Context: an optimization exercise on an open-source flow, tuned for small area, a short achievable clock period and few clock cycles per item. The choices shown serve that exercise and are no tape-out recipe. RTL that was checked went through simulation tests only; none was proved equivalent to the original. Power is estimated from default activity; no workload was simulated.

Setup of west:
==> flow/design.v <==
`timescale 1ns/1ns
package fetch_pkg;
    parameter int XLEN = 32;
    typedef logic [XLEN-1:0] addr_t;
    typedef union packed {
        logic [3:0][7:0] bytes;
        logic [XLEN-1:0] word;
    } insn_word_u;
    typedef struct packed {
        logic  valid;
        addr_t pc;
    } lookup_t;
    typedef struct packed {
        logic       valid;
        addr_t      pc;
        insn_word_u insn;
    } fetch_t;
    typedef struct packed {
        logic  valid;
        addr_t pc;
    } redirect_t;
    typedef struct packed {
        logic       valid;
        addr_t      pc;
        insn_word_u data;
    } fill_t;
endpackage
`timescale 1ns/1ns
module fetch_top #(
    parameter int LO_W    = 5,
    parameter int CREDITS = 2
) (
    input  logic        clk,
    input  logic        rst_n_i,
    input  logic        redirect_valid_i,
    input  logic [31:0] redirect_pc_i,
    input  logic        credit_return_i,
    input  logic [7:0]  mem_data_i,
    output logic        fetch_valid_o,
    output logic [31:0] fetch_pc_o,
    output logic [31:0] fetch_insn_o,
    output logic        mem_rd_o,
    output logic [31:0] mem_addr_o
);
    localparam int LO = LO_W + 2;
    logic [31:LO]   hi_q;
    logic [LO-1:2]  rd_lo_q;
    logic [LO-1:2]  dl_lo_q;
    logic [1:0]     off_q;       
    logic [31:0]    insn_q;      
    logic           done_q;      
    logic           valid_q;     
    logic           carry_q;     
    logic [1:0]     occ_q;       
    logic           room;
    logic           last;
    logic           take;
    logic           wrap;
    assign room = (occ_q + {1'b0, valid_q}) < 2'(CREDITS);
    assign last = (off_q == 2'd3) && !carry_q;
    assign take = last && room;
    assign wrap = &rd_lo_q;
    always_ff @(posedge clk) begin
        if (!rst_n_i) begin
            hi_q    <= '0;
            rd_lo_q <= '0;
            off_q   <= 2'd0;
            done_q  <= 1'b0;
            valid_q <= 1'b0;
            carry_q <= 1'b0;
            occ_q   <= 2'd0;
        end else begin
            occ_q <= occ_q + {1'b0, valid_q} - {1'b0, credit_return_i};
            if (redirect_valid_i) begin
                hi_q    <= redirect_pc_i[31:LO];
                rd_lo_q <= redirect_pc_i[LO-1:2];
                off_q   <= 2'd0;
                done_q  <= 1'b0;
                valid_q <= 1'b0;
                carry_q <= 1'b0;
            end else begin
                done_q  <= take;
                valid_q <= done_q;
                if (!carry_q) begin
                    off_q <= off_q + 2'd1;
                end
                if (take) begin
                    rd_lo_q <= rd_lo_q + 1'b1;
                    carry_q <= wrap;
                end
                if (carry_q && valid_q) begin
                    hi_q    <= hi_q + 1'b1;
                    carry_q <= 1'b0;
                end
            end
        end
    end
    always_ff @(posedge clk) begin
        insn_q <= {mem_data_i, insn_q[31:8]};
        if (take) begin
            dl_lo_q <= rd_lo_q;
        end
    end
    assign mem_rd_o      = 1'b1;
    assign mem_addr_o    = {hi_q, rd_lo_q, off_q};
    assign fetch_valid_o = valid_q;
    assign fetch_pc_o    = {hi_q, dl_lo_q, 2'b00};
    assign fetch_insn_o  = insn_q;
endmodule
Settings: LEC_CHECK=0, CAP_MARGIN=20, CORE_MARGIN=2, CORE_UTILIZATION=40, SETUP_SLACK_MARGIN=4.6, SLEW_MARGIN=20; clock period 7.0 ns.
standard.sh (not shown) runs the stock make flow with config.mk's settings and CLKGATE_MAP_FILE= SYNTH_SCRIPT=/design/flow/synth_recipe.tcl, a recipe that flattens the netlist after the stock synthesis.
==> flow/flow/run.sh <==
#!/bin/bash
# standard layout with plain buf_1 port buffers and adjusted clock tree options
set -euo pipefail
export BUFFER_PORTS_ARGS="-buffer_cell sky130_fd_sc_hd__buf_1"
export CTS_ARGS="-sink_clustering_enable -repair_clock_nets -dont_use_dummy_load"
bash standard.sh > flow_standard.log 2>&1
Testbench counts of west, summed over its fixed seeds: cycles 70,352, items 16,000.
### west -> south
-- flow/design.v --
<<< west, line 28
`timescale 1ns/1ns
module fetch_top #(
    parameter int LO_W    = 5,
    parameter int CREDITS = 2
) (
>>> south, line 28
`timescale 1ns/1ns
module fetch_top #(
    parameter int LO_W    = 6,
    parameter int CREDITS = 2
) (
<<< west, line 89
                    carry_q <= wrap;
                end
                if (carry_q && valid_q) begin
                    hi_q    <= hi_q + 1'b1;
                    carry_q <= 1'b0;
                end
>>> south, line 89
                    carry_q <= wrap;
                end
                hi_q <= hi_q + (carry_q & valid_q);
                if (carry_q && valid_q) begin
                    carry_q <= 1'b0;
                end
--- outcome ---
south finished end to end and its layout was clean on timing, DRC and antenna. Run comparison: south first element of the critical path hi_q[11]$_SDFF_PN0_; west first element of the critical path hi_q[16]$_SDFFE_PN0P_. Against west, south reports a slew at the pin closest to its max-slew limit that is lower. From west to south the numbers moved as follows: ratio of total power to cell area ~0 delta; share of the core filled with cells in the final layout now sits higher; total power draw increased about 0.8%. Net switching fraction of the power ends up lower on south. Changes observed in south relative to west: maximum resistive drop on vdd now smaller, sequential share of layout area climbed 0.37 points, part of the cycle the worst path needs climbed 0.18 points. Per the comparison of south with west, worst slack after detailed placement saw a decrease, setup slack saw a decrease. When the final numbers for south and west were put side by side, the instance area after placement turned out to be greater in south. Share of power burned in the clock network essentially unchanged between south and west. Taking west as the reference, in south simple-gate share of the synthesized area now smaller, die area comparable.
The RTL of south was laid out without a check of its function.

static timing again, ports no longer ideal:
The flow's constraints put no driver on any port. The routed layouts listed below were extracted and timed again, unchanged, in two steps. Step 1: set_driving_cell puts a clkbuf_16 on clk and a buf_2 on each other input, an assumption about the parent block. Step 2 also shifts input and output timing later by t, the mid clock arrival at the registers, as if the neighbouring blocks saw the same clock. Slacks: ideal ports / drivers / drivers and shift; pairs: ideal ports / drivers.
run | t, ns | slack for setup (ns) | hold WS [ns] | worst register clock-pin slew, ns | pins driven straight from the clock port
west | 0.347 | 4.668 / 4.642 / 4.413 | 0.348 / 0.348 / 0.348 | 0.08 / 0.08 | 1
south | 0.351 | 4.655 / 4.627 / 4.470 | 0.328 / 0.328 / 0.328 | 0.08 / 0.08 | 1
After both steps every run listed still meets setup and hold. The setup slack of west, which loses most, moves by -0.026 ns with the drivers and by -0.255 ns with both steps.
